Background: an optimization exercise with open tools, aiming at small area, a short achievable clock period and few clock cycles per item. Do not read the settings as production practice.
At most, simulation tests tie the RTL to the original design; equivalence was not proved.
Power and IR drop assume default switching activity.

==> flow/design.v <==
`default_nettype none
package gf_field_pkg;
   localparam int GF_WIDTH  = 32;
   localparam int GF_HALF   = GF_WIDTH / 2;
   localparam int GF_PROD_W = 2 * GF_WIDTH - 1;
   localparam int GF_PART_W = 2 * GF_HALF - 1;
   localparam int GF_LANES  = 3;
   typedef logic [GF_HALF-1:0]   gf_half_t;
   typedef logic [GF_PART_W-1:0] gf_partial_t;
   typedef logic [GF_PROD_W-1:0] gf_product_t;
   typedef logic [GF_WIDTH-1:0]  gf_word_t;
endpackage
`default_nettype wire
`default_nettype none
package wb_bus_pkg;
   localparam int WB_ADR_W = 4;
   localparam int WB_DAT_W = 32;
   typedef struct packed {
      logic                cyc;
      logic                stb;
      logic                we;
      logic [WB_ADR_W-1:0] adr;
      logic [WB_DAT_W-1:0] dat_w;
   } wb_req_t;
   typedef struct packed {
      logic                ack;
      logic [WB_DAT_W-1:0] dat_r;
   } wb_rsp_t;
   localparam logic [WB_ADR_W-1:0] REG_OPA     = 4'd0;
   localparam logic [WB_ADR_W-1:0] REG_OPB     = 4'd1;
   localparam logic [WB_ADR_W-1:0] REG_PROD_LO = 4'd2;
   localparam logic [WB_ADR_W-1:0] REG_PROD_HI = 4'd3;
   localparam logic [WB_ADR_W-1:0] REG_RESULT  = 4'd4;
   localparam logic [WB_ADR_W-1:0] REG_STATUS  = 4'd5;
   localparam int STATUS_BUSY_BIT = 0;
endpackage
`default_nettype wire
`default_nettype none
module clmul_kara
#(
   parameter int N   = 32,
   parameter int LEV = 1,
   parameter int XLEV = 0     
) (
   input  logic [N-1:0]   a,
   input  logic [N-1:0]   b,
   output logic [2*N-2:0] p
);
   if (LEV == 0 || N < 4) begin : g_sb
      always_comb begin
         p = '0;
         for (int i = 0; i < N; i++) begin
            for (int j = 0; j < N; j++) begin
               p[i+j] = p[i+j] ^ (a[i] & b[j]);
            end
         end
      end
   end else begin : g_k
      localparam int H = N / 2;
      logic [2*H-2:0] z0, z1, z2, mid;
      clmul_kara #(.N(H), .LEV(LEV-1+XLEV)) u_lo  (.a(a[H-1:0]),            .b(b[H-1:0]),            .p(z0));
      clmul_kara #(.N(H), .LEV(LEV-1)) u_mid (.a(a[H-1:0] ^ a[N-1:H]), .b(b[H-1:0] ^ b[N-1:H]), .p(z1));
      clmul_kara #(.N(H), .LEV(LEV-1+XLEV)) u_hi  (.a(a[N-1:H]),            .b(b[N-1:H]),            .p(z2));
      assign mid = z0 ^ z1 ^ z2;
      always_comb begin
         p = '0;
         p[2*H-2:0]   = z0;
         p[2*N-2:N]   = z2;
         p[H +: 2*H-1] = p[H +: 2*H-1] ^ mid;
      end
   end
endmodule
`default_nettype wire
`default_nettype none
module gf_reduce
#(
   parameter logic [31:0] FIELD_POLY = 32'h0000_008D
) (
   input  logic [62:0] product,
   output logic [31:0] result
);
   logic [62:0] rem;
   always_comb begin
      rem = product;
      for (int i = 62; i >= 32; i--) begin
         if (rem[i]) begin
            rem = rem ^ (63'd1 << i) ^ ({31'd0, FIELD_POLY} << (i - 32));
         end
      end
   end
   assign result = rem[31:0];
endmodule
`default_nettype wire
`default_nettype none
module gf_mul_top
#(
   parameter logic [31:0] FIELD_POLY = 32'h0000_008D
) (
   input  logic        clk,
   input  logic        rst,
   input  logic        wb_cyc_i,
   input  logic        wb_stb_i,
   input  logic        wb_we_i,
   input  logic [3:0]  wb_adr_i,
   input  logic [31:0] wb_dat_i,
   output logic        wb_ack_o,
   output logic [31:0] wb_dat_o
);
   logic [31:0] op_a;
   logic [31:0] op_b;
   logic [62:0] prod_q;
   logic [62:0] prod_c;
   logic [31:0] result;
   logic        req;
   assign req      = wb_cyc_i && wb_stb_i;
   assign wb_ack_o = req;
   clmul_kara #(.N(32), .LEV(1), .XLEV(1)) u_clmul (.a(op_a), .b(wb_dat_i), .p(prod_c));
   gf_reduce #(.FIELD_POLY(FIELD_POLY)) u_reduce (.product(prod_q), .result(result));
   always_ff @(posedge clk) begin
      if (rst) begin
         op_a   <= '0;
         op_b   <= '0;
         prod_q <= '0;
      end else if (req && wb_we_i) begin
         if (wb_adr_i == 4'd0) op_a <= wb_dat_i;
         if (wb_adr_i == 4'd1) begin
            op_b   <= wb_dat_i;
            prod_q <= prod_c;
         end
      end
   end
   always_comb begin
      case (wb_adr_i)
         4'd0:    wb_dat_o = op_a;
         4'd1:    wb_dat_o = op_b;
         4'd2:    wb_dat_o = prod_q[31:0];
         4'd3:    wb_dat_o = {1'b0, prod_q[62:32]};
         4'd4:    wb_dat_o = result;
         default: wb_dat_o = '0;
      endcase
   end
endmodule
`default_nettype wire
clock: 3.0 ns
lec_check: 0
cap_margin: 20
core_margin: 2
core_utilization: 40
setup_slack_margin: 0.3
slew_margin: 20
standard.sh (not shown) runs the stock make flow with config.mk's settings and CLKGATE_MAP_FILE= SYNTH_SCRIPT=/design/flow/synth_recipe.tcl, a recipe that flattens the netlist after the stock synthesis.
==> flow/flow/run.sh <==
#!/bin/bash
# The standard layout, with two changes: the input and output port buffers are made from
# plain buf cells, and a222oi (which the library has in one drive strength only, so timing
# repair cannot size it up) is added to the platform's don't-use list.
set -euo pipefail
DONT_USE="sky130_fd_sc_hd__probe_p_8 sky130_fd_sc_hd__probec_p_8 sky130_fd_sc_hd__lpflow_bleeder_1 sky130_fd_sc_hd__lpflow_clkbufkapwr_1 sky130_fd_sc_hd__lpflow_clkbufkapwr_16 sky130_fd_sc_hd__lpflow_clkbufkapwr_2 sky130_fd_sc_hd__lpflow_clkbufkapwr_4 sky130_fd_sc_hd__lpflow_clkbufkapwr_8 sky130_fd_sc_hd__lpflow_clkinvkapwr_1 sky130_fd_sc_hd__lpflow_clkinvkapwr_16 sky130_fd_sc_hd__lpflow_clkinvkapwr_2 sky130_fd_sc_hd__lpflow_clkinvkapwr_4 sky130_fd_sc_hd__lpflow_clkinvkapwr_8 sky130_fd_sc_hd__lpflow_decapkapwr_12 sky130_fd_sc_hd__lpflow_decapkapwr_3 sky130_fd_sc_hd__lpflow_decapkapwr_4 sky130_fd_sc_hd__lpflow_decapkapwr_6 sky130_fd_sc_hd__lpflow_decapkapwr_8 sky130_fd_sc_hd__lpflow_inputiso0n_1 sky130_fd_sc_hd__lpflow_inputiso0p_1 sky130_fd_sc_hd__lpflow_inputiso1n_1 sky130_fd_sc_hd__lpflow_inputiso1p_1 sky130_fd_sc_hd__lpflow_inputisolatch_1 sky130_fd_sc_hd__lpflow_isobufsrc_1 sky130_fd_sc_hd__lpflow_isobufsrc_16 sky130_fd_sc_hd__lpflow_isobufsrc_2 sky130_fd_sc_hd__lpflow_isobufsrc_4 sky130_fd_sc_hd__lpflow_isobufsrc_8 sky130_fd_sc_hd__lpflow_isobufsrckapwr_16 sky130_fd_sc_hd__lpflow_lsbuf_lh_hl_isowell_tap_1 sky130_fd_sc_hd__lpflow_lsbuf_lh_hl_isowell_tap_2 sky130_fd_sc_hd__lpflow_lsbuf_lh_hl_isowell_tap_4 sky130_fd_sc_hd__lpflow_lsbuf_lh_isowell_4 sky130_fd_sc_hd__lpflow_lsbuf_lh_isowell_tap_1 sky130_fd_sc_hd__lpflow_lsbuf_lh_isowell_tap_2 sky130_fd_sc_hd__lpflow_lsbuf_lh_isowell_tap_4 sky130_fd_sc_hd__a222oi_1"
bash standard.sh "BUFFER_PORTS_ARGS=-buffer_cell sky130_fd_sc_hd__buf_4" "DONT_USE_CELLS=$DONT_USE" finish > make_finish.log 2>&1
Next try:
--- a/flow/design.v
+++ b/flow/design.v
@@ -40,6 +40,5 @@
 #(
    parameter int N   = 32,
-   parameter int LEV = 1,
-   parameter int XLEV = 0     
+   parameter int LEV = 1
 ) (
    input  logic [N-1:0]   a,
@@ -59,7 +58,7 @@
       localparam int H = N / 2;
       logic [2*H-2:0] z0, z1, z2, mid;
-      clmul_kara #(.N(H), .LEV(LEV-1+XLEV)) u_lo  (.a(a[H-1:0]),            .b(b[H-1:0]),            .p(z0));
+      clmul_kara #(.N(H), .LEV(LEV-1)) u_lo  (.a(a[H-1:0]),            .b(b[H-1:0]),            .p(z0));
       clmul_kara #(.N(H), .LEV(LEV-1)) u_mid (.a(a[H-1:0] ^ a[N-1:H]), .b(b[H-1:0] ^ b[N-1:H]), .p(z1));
-      clmul_kara #(.N(H), .LEV(LEV-1+XLEV)) u_hi  (.a(a[N-1:H]),            .b(b[N-1:H]),            .p(z2));
+      clmul_kara #(.N(H), .LEV(LEV-1)) u_hi  (.a(a[N-1:H]),            .b(b[N-1:H]),            .p(z2));
       assign mid = z0 ^ z1 ^ z2;
       always_comb begin
@@ -115,5 +114,5 @@
    assign req      = wb_cyc_i && wb_stb_i;
    assign wb_ack_o = req;
-   clmul_kara #(.N(32), .LEV(1), .XLEV(1)) u_clmul (.a(op_a), .b(wb_dat_i), .p(prod_c));
+   clmul_kara #(.N(32), .LEV(1)) u_clmul (.a(op_a), .b(wb_dat_i), .p(prod_c));
    gf_reduce #(.FIELD_POLY(FIELD_POLY)) u_reduce (.product(prod_q), .result(result));
    always_ff @(posedge clk) begin
=> Routed wire length is higher by 9.1%; area after synthesis is higher by 8.6%; flip-flop and latch count stays the same; final cell count is higher by 7.3%; clock skew is about the same; critical path depth is higher by 2; die area is higher by 8.4%; sequential share of layout area is lower by 0.15 points; setup slack improved by 0.037 ns; final area is lower by 0.77%; fmax is higher by 1.4%; utilization is lower by 4.3 points; combinational power is lower by about 10%.
Testbench counts after the change, summed over its fixed seeds: cycles 11,152, items 3,200.
For the first run of this note, only the layout was checked, not whether the RTL still works.


Setup of the previous run:
gf_mul_top with an RTL version that a note above also has.
Size: ~2500 cells after synthesis, roughly 130 flip-flops, about 74 I/O pins.
==> module gf_mul_top, before the edit <==
module gf_mul_top
#(
   parameter logic [31:0] FIELD_POLY = 32'h0000_008D
) (
   input  logic        clk,
   input  logic        rst,
   input  logic        wb_cyc_i,
   input  logic        wb_stb_i,
   input  logic        wb_we_i,
   input  logic [3:0]  wb_adr_i,
   input  logic [31:0] wb_dat_i,
   output logic        wb_ack_o,
   output logic [31:0] wb_dat_o
);
   logic [31:0] op_a;
   logic [31:0] op_b;
   logic [62:0] prod_q;
   logic [62:0] prod_c;
   logic [31:0] result;
   logic        req;
   assign req      = wb_cyc_i && wb_stb_i;
   assign wb_ack_o = req;
   clmul_kara #(.N(32), .LEV(1)) u_clmul (.a(op_a), .b(wb_dat_i), .p(prod_c));
   gf_reduce #(.FIELD_POLY(FIELD_POLY)) u_reduce (.product(prod_q), .result(result));
   always_ff @(posedge clk) begin
      if (rst) begin
         op_a   <= '0;
         op_b   <= '0;
         prod_q <= '0;
      end else if (req && wb_we_i) begin
         if (wb_adr_i == 4'd0) op_a <= wb_dat_i;
         if (wb_adr_i == 4'd1) begin
            op_b   <= wb_dat_i;
            prod_q <= prod_c;
         end
      end
   end
   always_comb begin
      case (wb_adr_i)
         4'd0:    wb_dat_o = op_a;
         4'd1:    wb_dat_o = op_b;
         4'd2:    wb_dat_o = prod_q[31:0];
         4'd3:    wb_dat_o = {1'b0, prod_q[62:32]};
         4'd4:    wb_dat_o = result;
         default: wb_dat_o = '0;
      endcase
   end
endmodule
Settings: LEC_CHECK=0, CAP_MARGIN=20, CORE_MARGIN=2, CORE_UTILIZATION=40, SETUP_SLACK_MARGIN=0.3, SLEW_MARGIN=20; clock period 3.0 ns.
==> flow/flow/run.sh <==
#!/bin/bash
# The standard layout, with the input and output port buffers made from plain buf cells
set -euo pipefail
bash standard.sh "BUFFER_PORTS_ARGS=-buffer_cell sky130_fd_sc_hd__buf_4" finish > make_finish.log 2>&1
Testbench counts of the previous run, summed over its fixed seeds: cycles 11,152, items 3,200.
The inputs of the current run differ from those of the previous run as listed below.
--- a/flow/design.v
+++ b/flow/design.v
@@ -66,12 +66,23 @@
          p[2*H-2:0]   = z0;
          p[2*N-2:N]   = z2;
          p[H +: 2*H-1] = p[H +: 2*H-1] ^ mid;
       end
    end
 endmodule
+module clmul_32x16
+(
+   input  logic [31:0] a,
+   input  logic [15:0] b,
+   output logic [46:0] p
+);
+   logic [30:0] lo, hi;
+   clmul_kara #(.N(16), .LEV(0)) u_lo (.a(a[15:0]),  .b(b), .p(lo));
+   clmul_kara #(.N(16), .LEV(0)) u_hi (.a(a[31:16]), .b(b), .p(hi));
+   assign p = {16'd0, lo} ^ {hi, 16'd0};
+endmodule
 `default_nettype wire
 `default_nettype none
 module gf_reduce
 #(
    parameter logic [31:0] FIELD_POLY = 32'h0000_008D
 ) (
@@ -105,38 +116,52 @@
    output logic        wb_ack_o,
    output logic [31:0] wb_dat_o
 );
    logic [31:0] op_a;
    logic [31:0] op_b;
    logic [62:0] prod_q;
-   logic [62:0] prod_c;
+   logic        busy;       
+   logic [15:0] mul_b;
+   logic [46:0] part;
    logic [31:0] result;
    logic        req;
-   assign req      = wb_cyc_i && wb_stb_i;
-   assign wb_ack_o = req;
-   clmul_kara #(.N(32), .LEV(1)) u_clmul (.a(op_a), .b(wb_dat_i), .p(prod_c));
+   logic        wr;
+   logic        hold;
+   assign req  = wb_cyc_i && wb_stb_i;
+   assign wr   = req && wb_we_i;
+   assign hold = busy && (wb_we_i ? (wb_adr_i == 4'd1)
+                                  : (wb_adr_i == 4'd2 || wb_adr_i == 4'd3 || wb_adr_i == 4'd4));
+   assign wb_ack_o = req && !hold;
+   assign mul_b = busy ? op_b[15:0] : wb_dat_i[31:16];
+   clmul_32x16 u_clmul (.a(op_a), .b(mul_b), .p(part));
    gf_reduce #(.FIELD_POLY(FIELD_POLY)) u_reduce (.product(prod_q), .result(result));
    always_ff @(posedge clk) begin
       if (rst) begin
          op_a   <= '0;
          op_b   <= '0;
          prod_q <= '0;
-      end else if (req && wb_we_i) begin
-         if (wb_adr_i == 4'd0) op_a <= wb_dat_i;
-         if (wb_adr_i == 4'd1) begin
+         busy   <= 1'b0;
+      end else begin
+         busy <= 1'b0;
+         if (busy) begin
+            prod_q <= {prod_q[46:0], 16'd0} ^ {16'd0, part};
+         end else if (wr && wb_adr_i == 4'd1) begin
             op_b   <= wb_dat_i;
-            prod_q <= prod_c;
+            prod_q <= {16'd0, part};
+            busy   <= 1'b1;
          end
+         if (wr && wb_adr_i == 4'd0) op_a <= wb_dat_i;
       end
    end
    always_comb begin
       case (wb_adr_i)
          4'd0:    wb_dat_o = op_a;
          4'd1:    wb_dat_o = op_b;
          4'd2:    wb_dat_o = prod_q[31:0];
          4'd3:    wb_dat_o = {1'b0, prod_q[62:32]};
          4'd4:    wb_dat_o = result;
+         4'd5:    wb_dat_o = {31'd0, busy};
          default: wb_dat_o = '0;
       endcase
    end
 endmodule
 `default_nettype wire
Delta (the current run minus the previous run): combinational share of power decreased 9.9 points, mux cell area share after synthesis increased 1.6 points. A startpoint of the most critical setup path of prod_q[61] is what the current run shows, while op_a[19] belongs to the previous run. The current run has number of gates resized after cts above what the previous run had. Of the previous run and the current run, the run reporting the higher critical path depth was the current run. Diff the previous run -> the current run: total chip power went down by 7.6%; switching component of the power lower. Comparing number of cells in the finished layout apart from fillers for the previous run and the current run, the smaller number came from the current run. [compare] base=the previous run new=the current run: post-CTS setup-driven buffer insertion count increased by 4 relative to the old numbers, core utilization decreased by 0.40 points relative to the old numbers, maximum number of pins on one net before global-route repair decreased by 4 relative to the old numbers, number of vias in the routed layout decreased by 3162 relative to the old numbers. The current run: global-route wire length before repair lower than the previous run.
Testbench counts of the current run, summed over its fixed seeds: cycles 14,352, items 3,200.

## port drivers added, routing unchanged
The flow's constraints put no driver on any port. The routed layouts listed below were extracted and timed again, unchanged, in two steps.
Step 1, drivers: a clkbuf_16 drives clk and a buf_2 each remaining input, both assumed.
Step 2 adds t to the input delays and takes it off the output delays; t is the mean of the earliest and latest rising clock arrival at the registers after step 1. Input paths then give back, and output paths get back, about the clock's delay inside the block.
Three values: ideal ports, drivers, drivers and shift; two values: the first two.
run | t, ns | setup WS [ns] | latest minus earliest clock arrival (ns) | slew at the worst register clock pin (ns)
the first run of note 1 | 0.484 | 0.280 / 0.258 / -0.042 | 0.016 / 0.015 | 0.07 / 0.07
the second run of note 1 | 0.488 | 0.317 / 0.266 / 0.125 | 0.020 / 0.019 | 0.07 / 0.07
the previous run | 0.495 | 0.277 / 0.226 / 0.150 | 0.010 / 0.010 | 0.07 / 0.07
the current run | 0.491 | 0.197 / 0.143 / 0.305 | 0.014 / 0.014 | 0.07 / 0.07
Met with ideal ports but missed after step 2: setup timing in the first run of note 1. For the first run of note 1, which loses most, drivers alone change the setup slack by -0.022 ns; drivers and shift together by -0.322 ns.
